What follows belongs to an exercise in optimizing a design on an open flow for small area, a short achievable clock period and few clock cycles; a production flow would make more cautious choices.
RTL that was checked went through simulation tests only; none was proved equivalent to the original.
Power and IR drop assume default switching activity.

== v20 ==
Design sgd_dot_product, start of the top module:
module sgd_dot_product (
    input  logic                             clk,
    input  logic                             rst_n,
    input  logic                             started,
    input  logic [sgd_pkg::CFG_W-1:0]        number_of_epochs,
    input  logic [sgd_pkg::CFG_W-1:0]        number_of_samples,
    input  logic [sgd_pkg::CFG_W-1:0]        dimension,
    input  logic [sgd_pkg::CFG_W-1:0]        number_of_bits,
    input  logic [sgd_pkg::A_WORD_W-1:0]     dispatch_axb_a_data,
    input  logic                             dispatch_axb_a_wr_en,
    output logic                             dispatch_axb_a_almost_full,
    input  logic [sgd_pkg::CREDIT_W-1:0]     x_wr_credit_counter,
    output logic [sgd_pkg::X_ADDR_W-1:0]     x_rd_addr,
    input  logic [sgd_pkg::X_WORD_W-1:0]     x_rd_data,
    output logic [sgd_pkg::NUM_BANKS*sgd_pkg::DOT_W-1:0] dot_product,   
    output logic [sgd_pkg::NUM_BANKS-1:0]    dot_product_valid
);
Size: ~4100 cells after synthesis, roughly 490 I/O pins.
export LEC_CHECK = 0
export CAP_MARGIN = 20
export CORE_MARGIN = 2
export CORE_UTILIZATION = 60
export CTS_BUF_LIST = sky130_fd_sc_hd__clkbuf_8
export CTS_CLUSTER_SIZE = 30
export SETUP_SLACK_MARGIN = 2.75
export SLEW_MARGIN = 20
export SYNTH_HIERARCHICAL = 1
export SYNTH_MINIMUM_KEEP_SIZE = 0
export BUFFER_PORTS_ARGS = -buffer_cell sky130_fd_sc_hd__buf_1
create_clock -name core_clock -period 5.0 [get_ports {clk}]
standard.sh (not shown) runs the stock make flow with config.mk's settings and CLKGATE_MAP_FILE= SYNTH_SCRIPT=/design/flow/synth_recipe.tcl, a recipe that flattens the netlist after the stock synthesis.
==> flow/flow/run.sh <==
#!/bin/bash
# The standard layout (standard.sh, the standard flow's own ORFS flow), except that
# the port buffers are the plain sky130_fd_sc_hd__buf_1 rather than the
# buffer_ports default (a delay buffer); every port still gets one.
set -euo pipefail
echo 'export BUFFER_PORTS_ARGS = -buffer_cell sky130_fd_sc_hd__buf_1' >> config.mk
export BUFFER_PORTS_ARGS="-buffer_cell sky130_fd_sc_hd__buf_1"
cp standard.sh standard_sh.txt
bash standard.sh > standard.log 2>&1
Both conditions hold for v20: the flow ran to the end and the final layout passed the timing, design-rule and antenna checks.
The following lists how v12 was set up differently from v20:
- CORE_UTILIZATION now 50, was 60
- SETUP_SLACK_MARGIN now 2.0, was 2.75
==> notes.md <==
Compared with v20, in v12 synthesized area held; post-layout instance area went down 4700 um^2. v12 vs v20 — relative area of clock buffers and inverters in the final design rose 0.23 points. As of v12, routed wire length had fallen by a few percent compared to v20. Count of clock-buffer cells in the layout in v12 is 6 lower than in v20. Combinational share of power for v12 is lower than for v20. In v12, number of well taps is higher than in v20. Overall routing resource usage on v12 is down relative to v20. Area after detailed placement: v12 < v20.
Inputs modified between v12 and v41:
- SETUP_SLACK_MARGIN now 2.75, was 2.0
Findings:
In the reports for v12 and v41, the larger global-route track usage on met2 belongs to v41. v12 ended up with g_bank[0].u_bank.sum_n_q[31] as its end point of the critical path; v41 ended up with g_bank[1].u_bank.sum_n_q[31]. Delta (v41 minus v12): maximum frequency went up by 18%; routed wire length on met3 went up by 810 um. [compare] base=v12 new=v41: share of cell area taken by flip-flops and latches down 2.2 points; via count of the first global-routing pass up 636; CTS buffer count down 1; cell area up 11%; data arrival time of the critical path down 0.42 ns. Comparing v12 and v41, the lower number of antenna diodes is on v41. Compared with v12, in v41 final hold slack did not really move; number of iterations in the first detailed-routing pass went down.
No run of this note included a check of the RTL's function; only the layout flow was run.

* * *

Setup of oak:
Another version of the RTL of sgd_dot_product (not shown whole).
Size: about 4100 cells after synthesis, roughly 570 flip-flops, ~0.039 mm^2 of cells after synthesis.
==> flow/config.mk <==
export PLATFORM = sky130hd
export DESIGN_NAME = sgd_dot_product
export DESIGN_NICKNAME = sgd_dot_product
export VERILOG_FILES = /design/flow/design.v
export SDC_FILE = /design/flow/constraint.sdc
export NUM_CORES = 4
export LEC_CHECK = 0
export CAP_MARGIN = 0
export CORE_MARGIN = 2
export CORE_UTILIZATION = 50
export CTS_BUF_LIST = sky130_fd_sc_hd__clkbuf_8
export CTS_CLUSTER_SIZE = 30
export SETUP_SLACK_MARGIN = 2.6
export SLEW_MARGIN = 0
export SYNTH_HIERARCHICAL = 1
export SYNTH_MINIMUM_KEEP_SIZE = 0
export BUFFER_PORTS_ARGS = -buffer_cell sky130_fd_sc_hd__buf_1
==> flow/constraint.sdc <==
create_clock -name core_clock -period 5.0 [get_ports {clk}]
set_input_delay 1.0000 -clock core_clock [delete_from_list [all_inputs] [get_ports {clk}]]
set_output_delay 1.0000 -clock core_clock [all_outputs]
set_load 0.01 [all_outputs]
Scripts as last shown in full above: flow/flow/run.sh
oak completed; timing, DRC and antenna clean
Testbench counts of oak, summed over its fixed seeds: cycles 30,616.
> inputs changed (oak -> pine)
- a change of SLEW_MARGIN from 0 to 20
- a change of SETUP_SLACK_MARGIN from 2.6 to 2.75
- a change of CAP_MARGIN from 0 to 20
--- outcome ---
Final period utilization, oak and pine, higher one = oak.
oak -> pine: number of antenna cells inserted delta 0, exact match
Of oak and pine, the lower met2 track demand over resource belongs to oak.
Taking oak as the reference, in pine wire length of the first global-routing pass picked up an extra 1.7%, share of synthesized flip-flops with an asynchronous set or reset neither gained nor lost much, data required time of the worst path picked up an extra 0.02 ns.
Total power in pine vs oak: up 5.4%
Inputs modified between pine and birch:
- SLEW_MARGIN: 20 -> 10
- CAP_MARGIN: 20 -> 10
- SETUP_SLACK_MARGIN: 2.75 -> 2.6
==> notes.md <==
Of the two values seen for end point of the critical path, g_bank[1].u_bank.s5_q[23] was produced by birch and g_bank[1].u_bank.sum_n_q[31] by pine.
Final critical-path share of the clock period (higher): birch
The switching power reported for birch is smaller than that of pine by 5.2%.
When birch is measured against pine, its share of layout cells above drive strength 1 turns out 8.4 points lower.
Compared with pine, in birch area added between synthesis and finish lower, detailed-route wire length went down about 4%.
## Diff of input files: maple against birch
- CAP_MARGIN: 10 -> 20
- SETUP_SLACK_MARGIN: 2.6 -> 2.65
- SLEW_MARGIN: 10 -> 20
[summary]
- Comparing maple and birch, the lower synthesis-to-layout area growth was measured on birch.
- [compare] base=birch new=maple: worst setup slack lower; worst clock skew on the final layout went up by 0.0073 ns.
Inputs modified between maple and cedar:
- SETUP_SLACK_MARGIN now 2.9, was 2.65
[summary]
- Looking at cell with the largest stage delay on the worst path, the sky130_fd_sc_hd__fa_2 result is from maple; the sky130_fd_sc_hd__fa_1 one comes from cedar.
- Wire length on cedar is behind maple.
- The max-slew violation count was comparable across maple and cedar.
- Compared with maple, cedar shows a higher post-layout minimum cycle time.
- Measured against each other, maple and cedar differ in total routing usage reported by global routing, the higher figure coming from cedar.
- cedar ended with more clock skew than maple.

==> re-timing with driven ports <==
The results above use ideal ports. As a check the final layouts listed here were re-extracted and re-timed, cells and wires unchanged.
Step 1 assumes that a clkbuf_16 drives the clock port and a buf_2 every other input.
Step 2 also shifts input and output timing later by t, the mid clock arrival at the registers, as if the neighbouring blocks saw the same clock.
a / b / c = ideal / step 1 / step 2; a / b = the first two.
run | t, ns | slack for setup (ns) | hold slack, ns | worst setup path after step 2 | pins driven straight from the clock port
v20 | 0.770 | 2.609 / 2.609 / 1.966 | 0.325 / 0.325 / 0.325 | input to register | 1
v12 | 0.769 | 2.191 / 2.191 / 1.851 | 0.327 / 0.327 / 0.327 | input to register | 1
v41 | 0.778 | 2.625 / 2.625 / 1.972 | 0.326 / 0.326 / 0.326 | input to register | 1
oak | 0.762 | 2.613 / 2.613 / 1.933 | 0.326 / 0.326 / 0.326 | input to register | 1
pine | 0.778 | 2.625 / 2.625 / 1.972 | 0.326 / 0.326 / 0.326 | input to register | 1
birch | 0.762 | 2.613 / 2.613 / 1.933 | 0.326 / 0.326 / 0.326 | input to register | 1
maple | 0.754 | 2.554 / 2.554 / 2.003 | 0.326 / 0.326 / 0.326 | input to register | 1
cedar | 0.779 | 2.548 / 2.548 / 1.974 | 0.325 / 0.325 / 0.325 | input to register | 1
After both steps every run listed still meets setup and hold.
